Source: an optimization exercise on an open RTL-to-GDS flow (aim: small area). Production flows keep margins and buffers that such runs may drop. Where RTL was checked, it was by simulation tests only, not by an equivalence proof against the original. Power is estimated from default activity; no workload was simulated.

Setup of job 2397:
## additive_layer_pixel_blend_unit
module additive_layer_pixel_blend_unit #(
  parameter int MAX_LAYERS = 4
) (
  input  logic                               clk,
  input  logic                               rst,
  input  logic                               start,
  output logic                               busy,
  input  logic [7:0]                         bg_red,
  input  logic [7:0]                         bg_green,
  input  logic [7:0]                         bg_blue,
  input  logic [7:0]                         layer0_level,
  input  logic [7:0]                         layer1_level,
  input  logic [7:0]                         layer2_level,
  input  logic [7:0]                         layer3_level,
  output logic                               done,
  output logic [7:0]                         out_red,
  output logic [7:0]                         out_green,
  output logic [7:0]                         out_blue,
  input  logic                               cfg_valid,
  output logic                               cfg_ready,
  input  logic [alpb_pkg::CFG_INDEX_W-1:0]   cfg_index,
  input  logic [alpb_pkg::CFG_DATA_W-1:0]    cfg_data
);
Size in the first run: about 0.027 sq mm of cells after synthesis.
clock: 5.5 ns
lec_check: 0
abc_area: 1
cap_margin: 20
core_margin: 2
core_utilization: 40
gpl_timing_driven: 0
slew_margin: 20
standard.sh (not shown) runs the stock make flow with config.mk's settings and CLKGATE_MAP_FILE= SYNTH_SCRIPT=/design/flow/synth_recipe.tcl, a recipe that flattens the netlist after the stock synthesis.
==> flow/flow/run.sh <==
#!/bin/bash
# Own layout flow: the standard synthesis; then netlist passes that keep
# every register (cell, name and function) and change only the logic between
# them: faflip.py removes inverters around full adders (a full adder is
# self-dual), Yosys/ABC re-maps the remaining gates for area (full adders,
# half adders and registers are kept as they are), and faflip.py runs again;
# then the standard layout steps, with the port buffers given as buf_1.
# Each tool's output goes to a log file of its own in the work folder.
set -euo pipefail
cd "$(dirname "$0")/.."
R=orfs/results/${FLOW_PLATFORM}/additive_layer_pixel_blend_unit/base
LIB=${FLOW_HOME}/platforms/${FLOW_PLATFORM}/lib/sky130_fd_sc_hd__tt_025C_1v80.lib
YOSYS=${FLOW_HOME}/../tools/install/yosys/bin/yosys
EXTRA=()
if [[ -f flow/extra.mk ]]; then
  while IFS= read -r line; do [[ -n "$line" ]] && EXTRA+=("$line"); done < flow/extra.mk
fi
bash standard.sh "${EXTRA[@]}" synth > synth.log 2>&1
cp $R/1_2_yosys.v synth_netlist.v
python3 flow/faflip.py synth_netlist.v flip1.v > faflip1.log 2>&1
sed -e "s#@LIB@#$LIB#g" -e "s#@IN@#flip1.v#" -e "s#@OUT@#remap.v#" -e "s#@TOP@#${FLOW_TOP}#g" \
    -e "s#@SCRIPT@#flow/remap.abc#" -e "s#@DONTUSE@#$(cat flow/dontuse.txt)#" flow/remap.ys.in > remap.ys
$YOSYS -q -l remap.log remap.ys > remap.out 2>&1
python3 flow/faflip.py remap.v $R/1_2_yosys.v > faflip2.log 2>&1
rm -f $R/1_synth.odb $R/1_synth.sdc
bash standard.sh "${EXTRA[@]}" finish > layout.log 2>&1
Other scripts of this flow, unchanged in this note and not shown: flow/flow/dontuse.txt, flow/flow/extra.mk, flow/flow/faflip.py, flow/flow/remap.abc, flow/flow/remap.ys.in
Job 2397 finished every step from synthesis to the final layout, and the layout passed the timing, DRC and antenna checks.
> inputs changed (job 2397 -> job 7183)
--- a/flow/design.v
+++ b/flow/design.v
@@ -16,28 +16,29 @@
   function automatic logic [CHAN_W-1:0] div255(input logic [2*CHAN_W-1:0] p);
     logic [2*CHAN_W:0] t;
     t = {1'b0, p} + {{(CHAN_W+1){1'b0}}, p[2*CHAN_W-1:CHAN_W]} + {{(2*CHAN_W){1'b0}}, 1'b1};
     div255 = t[2*CHAN_W-1:CHAN_W];
   endfunction
 endpackage
 `timescale 1ns / 1ps
 module alpb_lane (
   input  logic [7:0] tint,
+  input  logic       en,
   input  logic [7:0] l1,     
   input  logic [9:0] l3,     
   output logic [7:0] hi,
   output logic       cy
 );
   logic [3:0] s1, s2, s3;
   for (genvar i = 0; i < 4; i++) begin : g_sel
-    assign s1[i] =  tint[2*i] & ~tint[2*i+1];
-    assign s2[i] = ~tint[2*i] &  tint[2*i+1];
-    assign s3[i] =  tint[2*i] &  tint[2*i+1];
+    assign s1[i] = en &  tint[2*i] & ~tint[2*i+1];
+    assign s2[i] = en & ~tint[2*i] &  tint[2*i+1];
+    assign s3[i] = en &  tint[2*i] &  tint[2*i+1];
   end
   wire pp0 = (s1[0] & l1[0]) | (s3[0] & l3[0]);
   wire pp1 = (s1[0] & l1[1]) | (s2[0] & l1[0]) | (s3[0] & l3[1]);
   wire pp2 = (s1[0] & l1[2]) | (s2[0] & l1[1]) | (s3[0] & l3[2]);
   wire pp3 = (s1[0] & l1[3]) | (s2[0] & l1[2]) | (s3[0] & l3[3]);
   wire pp4 = (s1[0] & l1[4]) | (s2[0] & l1[3]) | (s3[0] & l3[4]);
   wire pp5 = (s1[0] & l1[5]) | (s2[0] & l1[4]) | (s3[0] & l3[5]);
   wire pp6 = (s1[0] & l1[6]) | (s2[0] & l1[5]) | (s3[0] & l3[6]);
   wire pp7 = (s1[0] & l1[7]) | (s2[0] & l1[6]) | (s3[0] & l3[7]);
@@ -403,40 +404,44 @@
         if (cfg_index == 3'(k + 1)) tint_ok[k] <= 1'b1;
     end
   end
   for (genvar k = 0; k < 4; k++) begin : g_tint
     always_ff @(posedge clk) begin
       if (cfg_valid && cfg_index == 3'(k + 1)) tint[k] <= cfg_data;
     end
   end
   logic [3:0][9:0] l3_q;
-  logic [3:0][7:0] lvl_raw, lvl_in;
-  assign lvl_raw = {layer3_level, layer2_level, layer1_level, layer0_level};
+  logic [3:0][7:0] lvl_in;
+  assign lvl_in = {layer3_level, layer2_level, layer1_level, layer0_level};
   for (genvar k = 0; k < 4; k++) begin : g_triple
+    logic [7:0] l;
     logic [9:0] l3;
-    assign lvl_in[k] = (en_n[k] & tint_ok[k]) ? lvl_raw[k] : 8'd0;
-    alpb_triple u_triple (.l(lvl_in[k]), .l3(l3));
+    assign l = lvl_in[k];
+    alpb_triple u_triple (.l(l), .l3(l3));
     always_ff @(posedge clk) l3_q[k] <= l3;
   end
   always_ff @(posedge clk) begin
     lvl <= lvl_in;
     bg  <= {bg_red, bg_green, bg_blue};
   end
   always_ff @(posedge clk) begin
     if (rst) vld <= 1'b0;
     else     vld <= start;
   end
   for (genvar k = 0; k < 4; k++) begin : g_layer
     logic [9:0] l3;
+    logic       en;
     assign l3 = l3_q[k];
+    assign en = en_n[k] & tint_ok[k];
     for (genvar c = 0; c < 3; c++) begin : g_ch
       alpb_lane u_lane (
         .tint (tint[k][8*c +: 8]),
+        .en   (en),
         .l1   (lvl[k]),
         .l3   (l3),
         .hi   (hi[k][8*c +: 8]),
         .cy   (cy[k][c])
       );
     end
   end
   always_ff @(posedge clk) begin
     hi_q <= hi;
### Flow results
- Job 7183 finished every step from synthesis to the final layout, and the layout passed the timing, DRC and antenna checks.
- Die size: job 7183 is under job 2397
- [compare] base=job 2397 new=job 7183: met3 demand-to-capacity share in global routing has increased, net count of the finished layout decreased by 64 relative to the old numbers, power consumed by combinational cells now sits higher.
- Any difference in fmax between job 2397 and job 7183 is small enough to ignore.
- [job 7183] worst-margin pin slew fell 0.10 ns relative to job 2397
- Between job 7183 and job 2397, latest clock arrival within the worst-skew pair is higher for job 2397, job 7183 comes in under that.
- [job 7183] worst hold-check slack fell 0.0098 ns relative to job 2397
- Type of the setup path with the least slack = reg -> reg: job 7183; type of the setup path with the least slack = reg -> out: job 2397
- Compared to job 2397, job 7183 has portion of total power attributed to combinational logic 2.9 points higher.
The RTL of job 7183 was laid out without a check of its function.

==> what the ideal ports hide <==
How much do the figures lean on ideal ports? The routed layouts below were timed once more, with nothing changed but the port constraints.
Step 1, drivers: a clkbuf_16 drives clk and a buf_2 each remaining input, both assumed.
Step 2, shift: input delay + t, output delay - t, t = (earliest + latest rising clock arrival at the registers) / 2. This alone moves slack from input paths to output paths.
Slacks: ideal / step 1 / step 2; pairs: ideal / step 1.
run	shift t [ns]	setup slack, ns	worst setup path at the end	worst data-port slew with drivers (ns)
job 2397	0.641	0.093 / 0.035 / 0.196	register to register	0.04
job 7183	0.640	0.097 / 0.097 / 0.097	register to register	0.04
After both steps every run listed still meets setup and hold.
